Source: an optimization exercise on an open RTL-to-GDS flow (aim: small area). Production flows keep margins and buffers that such runs may drop. At most, simulation tests tie the RTL to the original design; equivalence was not proved. No activity file was given, so power comes from the tool's default toggle rates.

==> inputs of build 27 <==
## sgd_top
module sgd_top (
    input  wire        clk,
    input  wire        rst_n,
    input  wire        start,
    input  wire [15:0] mini_batch_size,
    input  wire [15:0] number_of_samples,
    input  wire [15:0] number_of_epochs,
    input  wire [4:0]  step_shift,
    input  wire [31:0] sample_features,
    input  wire [31:0] sample_label,
    input  wire        sample_valid,
    output wire        sample_ready,
    output wire [31:0] x_out_data,
    output wire        x_out_valid,
    input  wire        x_out_ready,
    output wire        x_out_last,
    output wire        done
);
    reg  [4:0]  ph;           
    reg         insamp;       
    reg         dact;         
    reg         xz;           
    reg         gact, gupd, gfin;
    reg         xvalid, done_q;    
    reg  [1:0]  widx;
    reg  [15:0] mbs_r, ns_r, ec_r;    
    reg  [15:0] bc_r, sc_r;           
    reg  [4:0]  sh_r;
    reg         rl_s, rl_b;
    reg         bw_s, bw_b, bw_e, one_s, one_b, one_e;
    reg  [31:0] x0, x1, x2, x3;
    reg  [31:0] g0, g1, g2, g3;
    reg  [31:0] fr;               
    reg         dl0;              
    reg  [15:0] dl16;             
    reg  [7:0]  dl8;
    reg  [3:0]  dl4;
    reg  [1:0]  dl2;
    reg         dl1;
    reg         sgn;              
    reg  [6:0]  lw;               
    reg  [5:0]  cd;               
    reg  [3:0]  cg0, cg1, cg2, cg3;
    wire p0  = ~|ph;
    wire p7  = (ph == 5'd7);
    wire p15 = (ph == 5'd15);
    wire p16 = (ph == 5'd16);
    wire p31 = &ph;
    wire [7:1] m;
    assign m[1] = (ph >= 5'd1);
    assign m[2] = (ph >= 5'd2);
    assign m[3] = (ph >= 5'd3);
    assign m[4] = (ph >= 5'd4);
    assign m[5] = (ph >= 5'd5);
    assign m[6] = (ph >= 5'd6);
    assign m[7] = (ph >= 5'd7);
    wire run = insamp | gact | xvalid;
    wire take_start = start & ~run;
    wire fend = p31 | take_start;
  ...
export LEC_CHECK = 0
export CAP_MARGIN = 20
export CORE_MARGIN = 2
export CORE_UTILIZATION = 65
export SLEW_MARGIN = 20
create_clock -name core_clock -period 10.0 [get_ports {clk}]
standard.sh (not shown) runs the stock make flow with config.mk's settings and CLKGATE_MAP_FILE= SYNTH_SCRIPT=/design/flow/synth_recipe.tcl, a recipe that flattens the netlist after the stock synthesis.
==> flow/flow/run.sh <==
#!/bin/bash
# The standard layout (standard.sh), with three changes:
#  - synthesis maps the logic with an area-oriented ABC script, and skips
#    the quick ABC pass before the full adders are extracted;
#  - ports are buffered with the smallest buffer;
#  - the clock tree uses small buffers and no dummy loads.
set -euo pipefail
W="$(cd "$(dirname "$0")/.." && pwd)"
cd "$W"
export FLOW_WORK="$W"
export FLOW_ABC_SCRIPT="$W/flow/abc_area.script"
bash standard.sh \
  SYNTH_SCRIPT="$W/flow/synth_area.tcl" SYNTH_ARGS=-noabc \
  BUFFER_PORTS_ARGS="-buffer_cell sky130_fd_sc_hd__buf_1" \
  CTS_ARGS="-sink_clustering_enable -repair_clock_nets -dont_use_dummy_load -buf_list sky130_fd_sc_hd__clkbuf_4 -sink_clustering_size 12 -sink_clustering_max_diameter 30" \
  finish > "$W/flow_make.log" 2>&1
==> flow/flow/abc_area.script <==
&get -n
&st
&syn2
&dch -f
&nf -a -F 20 -A 20 -E 100
&put
mfs2 -a
&get -n
&st
&dch -f
&nf -a -F 20 -A 20 -E 100
&put
topo
stime -c
==> flow/flow/synth_area.tcl <==
# The standard synthesis (synth_recipe.tcl), with ABC's mapping of the
# logic aimed at area (abc_area.script beside this file) instead of delay.
# Registers, their names and their cells are those of the standard synthesis.
proc abc {args} {
  set i [lsearch -exact $args -script]
  if {$i >= 0} {
    lset args [expr {$i + 1}] $::env(FLOW_ABC_SCRIPT)
  }
  yosys abc {*}$args
}
source $::env(FLOW_WORK)/synth_recipe.tcl
==> build 96 (differences from build 27) <==
--- a/flow/design.v
+++ b/flow/design.v
@@ -18,21 +18,21 @@
     output wire        x_out_last,
     output wire        done
 );
     reg  [4:0]  ph;           
     reg         insamp;       
     reg         dact;         
     reg         xz;           
-    reg         gact, gupd, gfin;
+    reg         gact, gupd, gfirst, gfin;
     reg         xvalid, done_q;    
     reg  [1:0]  widx;
     reg  [15:0] mbs_r, ns_r, ec_r;    
     reg  [15:0] bc_r, sc_r;           
     reg  [4:0]  sh_r;
-    reg         rl_s, rl_b;
+    reg         rl_s, rl_b, ee, be, first_n;
     reg         bw_s, bw_b, bw_e, one_s, one_b, one_e;
     reg  [31:0] x0, x1, x2, x3;
     reg  [31:0] g0, g1, g2, g3;
     reg  [31:0] fr;               
     reg         dl0;              
     reg  [15:0] dl16;             
     reg  [7:0]  dl8;
@@ -55,47 +55,47 @@
     assign m[4] = (ph >= 5'd4);
     assign m[5] = (ph >= 5'd5);
     assign m[6] = (ph >= 5'd6);
     assign m[7] = (ph >= 5'd7);
     wire run = insamp | gact | xvalid;
     wire take_start = start & ~run;
     wire fend = p31 | take_start;
-    wire d_on = p0 ? (insamp & sample_valid & ~xz & ~(gact & gupd)) : dact;
+    wire d_on = p0 ? (insamp & sample_valid & ~(gact & gupd)) : dact;
     wire [4:0] nsh = ~sh_r;
     wire dv16 = nsh[4] ? dl16[15] : dl0;
     wire dv8  = nsh[3] ? dl8[7]   : dv16;
     wire dv4  = nsh[2] ? dl4[3]   : dv8;
     wire dv2  = nsh[1] ? dl2[1]   : dv4;
     wire tapv = nsh[0] ? dl1      : dv2;
     wire [5:0] phs  = {1'b0, ph} + {1'b0, sh_r};
     wire       L    = phs[5] ? sgn : tapv;
     wire [31:0] sf = sample_features;
     wire [7:0]  fa0 = fr[7:0];
     wire [7:0]  fa1 = fr[15:8];
     wire [7:0]  fa2 = fr[23:16];
     wire [7:0]  fa3 = fr[31:24];
-    wire gb0 = g0[0];
-    wire gb1 = g1[0];
-    wire gb2 = g2[0];
-    wire gb3 = g3[0];
+    wire gb0 = g0[0] & ~gfirst;
+    wire gb1 = g1[0] & ~gfirst;
+    wire gb2 = g2[0] & ~gfirst;
+    wire gb3 = g3[0] & ~gfirst;
     wire gn0, gn1, gn2, gn3;
     wire [3:0] cg0_n, cg1_n, cg2_n, cg3_n;
     wire upd = gact & gupd;
     wire xn0 = upd & ~x0[0];
     wire xn1 = upd & ~x1[0];
     wire xn2 = upd & ~x2[0];
     wire xn3 = upd & ~x3[0];
     wire xe0 = xz ? 1'b0 : (upd ? ~gn0 : x0[0]);
     wire xe1 = xz ? 1'b0 : (upd ? ~gn1 : x1[0]);
     wire xe2 = xz ? 1'b0 : (upd ? ~gn2 : x2[0]);
     wire xe3 = xz ? 1'b0 : (upd ? ~gn3 : x3[0]);
-    wire xd0 = x0[0];
-    wire xd1 = x1[0];
-    wire xd2 = x2[0];
-    wire xd3 = x3[0];
+    wire xd0 = x0[0] & ~xz;
+    wire xd1 = x1[0] & ~xz;
+    wire xd2 = x2[0] & ~xz;
+    wire xd3 = x3[0] & ~xz;
     wire [7:1] xw0, xw1, xw2, xw3;
     genvar t;
     generate
         for (t = 1; t < 8; t = t + 1) begin : g_win
             assign xw0[t] = x0[32-t] & m[t];
             assign xw1[t] = x1[32-t] & m[t];
             assign xw2[t] = x2[32-t] & m[t];
@@ -477,18 +477,18 @@
         lw  <= {lw[5:0], L};
         if (p31) sgn <= dbit;
         cd  <= fend ? 6'd1 : cd_n;
         cg0 <= fend ? 4'd0 : cg0_n;
         cg1 <= fend ? 4'd0 : cg1_n;
         cg2 <= fend ? 4'd0 : cg2_n;
         cg3 <= fend ? 4'd0 : cg3_n;
-        g0 <= {~xz & (gact ? (~gupd & gn0) : g0[0]), g0[31:1]};
-        g1 <= {~xz & (gact ? (~gupd & gn1) : g1[0]), g1[31:1]};
-        g2 <= {~xz & (gact ? (~gupd & gn2) : g2[0]), g2[31:1]};
-        g3 <= {~xz & (gact ? (~gupd & gn3) : g3[0]), g3[31:1]};
+        g0 <= {gact ? gn0 : g0[0], g0[31:1]};
+        g1 <= {gact ? gn1 : g1[0], g1[31:1]};
+        g2 <= {gact ? gn2 : g2[0], g2[31:1]};
+        g3 <= {gact ? gn3 : g3[0], g3[31:1]};
         x0 <= {xe0, x0[31:1]};
         if (!xvalid) begin
             x1 <= {xe1, x1[31:1]};
             x2 <= {xe2, x2[31:1]};
             x3 <= {xe3, x3[31:1]};
         end
     end
@@ -505,18 +505,18 @@
     wire cwin = d_on & ~ph[4];
     wire es   = rl_s ? ns_r[0] : sc_r[0];
     wire eb   = rl_b ? mbs_r[0] : bc_r[0];
     wire bws  = p0 | bw_s;
     wire bwb  = p0 | bw_b;
     wire os   = p0 ? es : (one_s & ~es);
     wire ob   = p0 ? eb : (one_b & ~eb);
-    wire ewin = d_on & ph[4] & rl_s;
+    wire ewin = d_on & ph[4] & ee;
     wire bwe  = p16 | bw_e;
     wire oe   = p16 ? ec_r[0] : (one_e & ~ec_r[0]);
-    wire fin_now = rl_s & oe;
+    wire fin_now = ee & oe;
     always @(posedge clk) begin
         if (take_start) begin
             mbs_r <= mini_batch_size;
             ns_r  <= number_of_samples;
             ec_r  <= number_of_epochs;
             sh_r  <= step_shift;
         end else begin
@@ -569,18 +569,22 @@
             rl_b <= 1'b1;
             xz   <= 1'b1;
         end else begin
             if (p31) xz <= 1'b0;
             if (cwin & p15) begin
                 rl_s    <= os;
                 rl_b    <= os | ob;
+                ee      <= os;
+                be      <= os | ob;
+                first_n <= rl_b;
             end
         end
         if (p31) begin
-            gupd   <= rl_b;
+            gupd   <= be;
+            gfirst <= first_n;
             gfin   <= fin_now;
         end
         if (final_edge) widx <= 2'd0;
         else if (xfer) widx <= widx + 2'd1;
     end
     assign sample_ready = dact & p31;
     assign x_out_data   = fr;
==> flow/flow/abc_area.script (replaced) <==
&get -n
&st
&dch
&nf -a
&st
&syn2
&if -g -K 6
&synch2
&nf -a
&st
&dch
&nf -a
&put
topo
stime -c
==> build 63 (differences from build 27) <==
--- a/flow/design.v
+++ b/flow/design.v
@@ -18,32 +18,31 @@
     output wire        x_out_last,
     output wire        done
 );
     reg  [4:0]  ph;           
     reg         insamp;       
     reg         dact;         
     reg         xz;           
-    reg         gact, gupd, gfin;
-    reg         xvalid, done_q;    
+    reg         gact, gupd;
+    reg         xvalid;       
     reg  [1:0]  widx;
     reg  [15:0] mbs_r, ns_r, ec_r;    
     reg  [15:0] bc_r, sc_r;           
     reg  [4:0]  sh_r;
     reg         rl_s, rl_b;
-    reg         bw_s, bw_b, bw_e, one_s, one_b, one_e;
+    reg         bw_s, bw_b, one_s, one_b;
     reg  [31:0] x0, x1, x2, x3;
     reg  [31:0] g0, g1, g2, g3;
     reg  [31:0] fr;               
     reg         dl0;              
     reg  [15:0] dl16;             
     reg  [7:0]  dl8;
     reg  [3:0]  dl4;
     reg  [1:0]  dl2;
     reg         dl1;
-    reg         sgn;              
     reg  [6:0]  lw;               
     reg  [5:0]  cd;               
     reg  [3:0]  cg0, cg1, cg2, cg3;
     wire p0  = ~|ph;
     wire p7  = (ph == 5'd7);
     wire p15 = (ph == 5'd15);
     wire p16 = (ph == 5'd16);
@@ -63,15 +62,15 @@
     wire [4:0] nsh = ~sh_r;
     wire dv16 = nsh[4] ? dl16[15] : dl0;
     wire dv8  = nsh[3] ? dl8[7]   : dv16;
     wire dv4  = nsh[2] ? dl4[3]   : dv8;
     wire dv2  = nsh[1] ? dl2[1]   : dv4;
     wire tapv = nsh[0] ? dl1      : dv2;
     wire [5:0] phs  = {1'b0, ph} + {1'b0, sh_r};
-    wire       L    = phs[5] ? sgn : tapv;
+    wire       L    = phs[5] ? lw[0] : tapv;
     wire [31:0] sf = sample_features;
     wire [7:0]  fa0 = fr[7:0];
     wire [7:0]  fa1 = fr[15:8];
     wire [7:0]  fa2 = fr[23:16];
     wire [7:0]  fa3 = fr[31:24];
     wire gb0 = g0[0];
     wire gb1 = g1[0];
@@ -471,15 +470,14 @@
         dl0  <= dbit;
         dl16 <= {dl16[14:0], dl0};
         dl8  <= {dl8[6:0], dv16};
         dl4  <= {dl4[2:0], dv8};
         dl2  <= {dl2[0], dv4};
         dl1  <= dv2;
         lw  <= {lw[5:0], L};
-        if (p31) sgn <= dbit;
         cd  <= fend ? 6'd1 : cd_n;
         cg0 <= fend ? 4'd0 : cg0_n;
         cg1 <= fend ? 4'd0 : cg1_n;
         cg2 <= fend ? 4'd0 : cg2_n;
         cg3 <= fend ? 4'd0 : cg3_n;
         g0 <= {~xz & (gact ? (~gupd & gn0) : g0[0]), g0[31:1]};
         g1 <= {~xz & (gact ? (~gupd & gn1) : g1[0]), g1[31:1]};
@@ -488,15 +486,15 @@
         x0 <= {xe0, x0[31:1]};
         if (!xvalid) begin
             x1 <= {xe1, x1[31:1]};
             x2 <= {xe2, x2[31:1]};
             x3 <= {xe3, x3[31:1]};
         end
     end
-    wire final_edge = gact & gfin & p31;
+    wire final_edge = gact & ~insamp & p31;
     wire xfer = xvalid & x_out_ready;
     always @(posedge clk) begin
         if (d_on & p31)
             fr <= sample_features;
         else if (final_edge)
             fr <= {xe0, x0[31:1]};
         else if (xfer)
@@ -506,86 +504,81 @@
     wire es   = rl_s ? ns_r[0] : sc_r[0];
     wire eb   = rl_b ? mbs_r[0] : bc_r[0];
     wire bws  = p0 | bw_s;
     wire bwb  = p0 | bw_b;
     wire os   = p0 ? es : (one_s & ~es);
     wire ob   = p0 ? eb : (one_b & ~eb);
     wire ewin = d_on & ph[4] & rl_s;
-    wire bwe  = p16 | bw_e;
-    wire oe   = p16 ? ec_r[0] : (one_e & ~ec_r[0]);
+    wire bwe  = p16 | bw_s;
+    wire oe   = p16 ? ec_r[0] : (one_s & ~ec_r[0]);
     wire fin_now = rl_s & oe;
     always @(posedge clk) begin
         if (take_start) begin
             mbs_r <= mini_batch_size;
             ns_r  <= number_of_samples;
             ec_r  <= number_of_epochs;
             sh_r  <= step_shift;
         end else begin
             mbs_r <= {mbs_r[0], mbs_r[15:1]};
             ns_r  <= {ns_r[0], ns_r[15:1]};
             ec_r  <= {ewin ? (ec_r[0] ^ bwe) : ec_r[0], ec_r[15:1]};
         end
         sc_r  <= {cwin ? (es ^ bws) : sc_r[0], sc_r[15:1]};
         bc_r  <= {cwin ? (eb ^ bwb) : bc_r[0], bc_r[15:1]};
-        bw_s  <= bws & ~es;
+        bw_s  <= ph[4] ? (bwe & ~ec_r[0]) : (bws & ~es);
         bw_b  <= bwb & ~eb;
-        bw_e  <= bwe & ~ec_r[0];
-        one_s <= os;
+        one_s <= ph[4] ? oe : os;
         one_b <= ob;
-        one_e <= oe;
     end
     always @(posedge clk) begin
         if (!rst_n) begin
             ph      <= 5'd0;
             insamp  <= 1'b0;
             dact    <= 1'b0;
             gact    <= 1'b0;
             xvalid  <= 1'b0;
-            done_q  <= 1'b0;
+            xz      <= 1'b1;
         end else begin
             ph      <= take_start ? 5'd0 : ph + 5'd1;
             if (take_start) begin
                 insamp <= 1'b1;
-                done_q <= 1'b0;
+                xz     <= 1'b1;
                 dact   <= 1'b0;
                 gact   <= 1'b0;
             end else begin
                 dact <= d_on & ~p31;
+                if (p31 & insamp) xz <= 1'b0;
                 if (p31) begin
                     gact <= d_on;
                     if (d_on & fin_now) insamp <= 1'b0;
                 end
                 if (final_edge) begin
                     xvalid <= 1'b1;
                 end else if (xfer & (widx == 2'd3)) begin
                     xvalid <= 1'b0;
-                    done_q <= 1'b1;
                 end
             end
         end
     end
     always @(posedge clk) begin
         if (take_start) begin
             rl_s <= 1'b1;
             rl_b <= 1'b1;
-            xz   <= 1'b1;
         end else begin
-            if (p31) xz <= 1'b0;
             if (cwin & p15) begin
                 rl_s    <= os;
                 rl_b    <= os | ob;
             end
         end
         if (p31) begin
             gupd   <= rl_b;
-            gfin   <= fin_now;
         end
         if (final_edge) widx <= 2'd0;
         else if (xfer) widx <= widx + 2'd1;
     end
     assign sample_ready = dact & p31;
     assign x_out_data   = fr;
     assign x_out_valid  = xvalid;
     assign x_out_last   = (widx == 2'd3);
-    assign done         = done_q;
+    assign done         = ~run & ~xz;
 endmodule
 `default_nettype wire
==> flow/flow/run.sh (replaced) <==
#!/bin/bash
# The standard layout (standard.sh, all its steps), with these changes:
#  - synthesis is synth_recipe.tcl with ABC's logic mapping aimed at area
#    (synth_area.tcl, abc_area.script), and yosys synth's quick ABC pass
#    skipped (-noabc) so the full adders are extracted as written; the
#    registers, their names and cells are those of the standard synthesis;
#  - ports are buffered with sky130_fd_sc_hd__buf_1;
#  - the clock tree uses clkbuf_4 buffers in small clusters, no dummy loads.
# make's output goes to flow_make.log; ORFS's own logs are under orfs/logs.
set -euo pipefail
W="$(cd "$(dirname "$0")/.." && pwd)"
cd "$W"
export FLOW_WORK="$W"
export FLOW_ABC_SCRIPT="$W/flow/abc_area.script"
bash standard.sh \
  SYNTH_SCRIPT="$W/flow/synth_area.tcl" SYNTH_ARGS=-noabc \
  BUFFER_PORTS_ARGS="-buffer_cell sky130_fd_sc_hd__buf_1" \
  CTS_ARGS="-sink_clustering_enable -repair_clock_nets -dont_use_dummy_load -buf_list sky130_fd_sc_hd__clkbuf_4 -sink_clustering_size 10 -sink_clustering_max_diameter 30" \
  finish > "$W/flow_make.log" 2>&1
Settings changed: CORE_UTILIZATION 65 to 80.
==> qor summary <==
| item | build 27 | build 96 | build 63 |
|---|---|---|---|
| Compound-gate portion of the synthesized area | 5.61% | 5.61% | 5.35% |
| Worst VDD drop | 122 uV | 121 uV | 139 uV |
| Combinational fraction of design power | 6.1% | 5.5% | 6.5% |
| Clock Skew | 0.0953 ns | 0.0898 ns | 0.0742 ns |
| Result of the run | timing/DRC/antenna clean | timing/DRC/antenna clean | timing/DRC/antenna clean |
| Clock period minus final worst setup slack | 6.42 ns | 6.58 ns | 6.70 ns |
| Via Count | 9367 | 9465 | 9704 |
| End of the worst hold path | dl4[1] | g3[20] | g0[2] |
| Total power per unit cell area | 183 mW/mm^2 | 183 mW/mm^2 | 185 mW/mm^2 |
| Final routed wirelength across all metal layers | 31.6 mm | 32.4 mm | 36.8 mm |
| Detailed-routing wirelength on met1 | 13.5 mm | 14.5 mm | 13.2 mm |
| Non-Clock Buffer Count | 167 | 167 | 166 |
| Final std cell area, no fill | 0.0173 mm^2 | 0.0175 mm^2 | 0.0171 mm^2 |
| Number of unique standard cell types used by synthesis | 36 | 40 | 44 |
| Startpoint of the worst setup timing path | ph[1] | ph[1] | ph[0] |
No functional check of the RTL was part of build 96.

==> port drivers added, routing unchanged <==
How much do the figures lean on ideal ports? The routed layouts below were timed once more, with nothing changed but the port constraints.
Step 1 assumes that a clkbuf_16 drives the clock port and a buf_2 every other input.
Step 2, shift: input delay + t, output delay - t, t = (earliest + latest rising clock arrival at the registers) / 2. This alone moves slack from input paths to output paths.
Three values: no drivers, after step 1, after step 2; two values: the first two.
run | t (ns) | setup WS [ns] | worst data-port slew with drivers (ns) | cell pins on the clock port's net
build 27 | 0.691 | 3.576 / 3.576 / 3.386 | 0.07 | 1
build 96 | 0.722 | 3.415 / 3.415 / 3.326 | 0.08 | 1
build 63 | 0.707 | 3.299 / 3.299 / 3.299 | 0.08 | 1
After both steps every run listed still meets setup and hold. For build 27, which loses most, drivers alone change the setup slack by 0.000 ns; drivers and shift together by -0.190 ns.
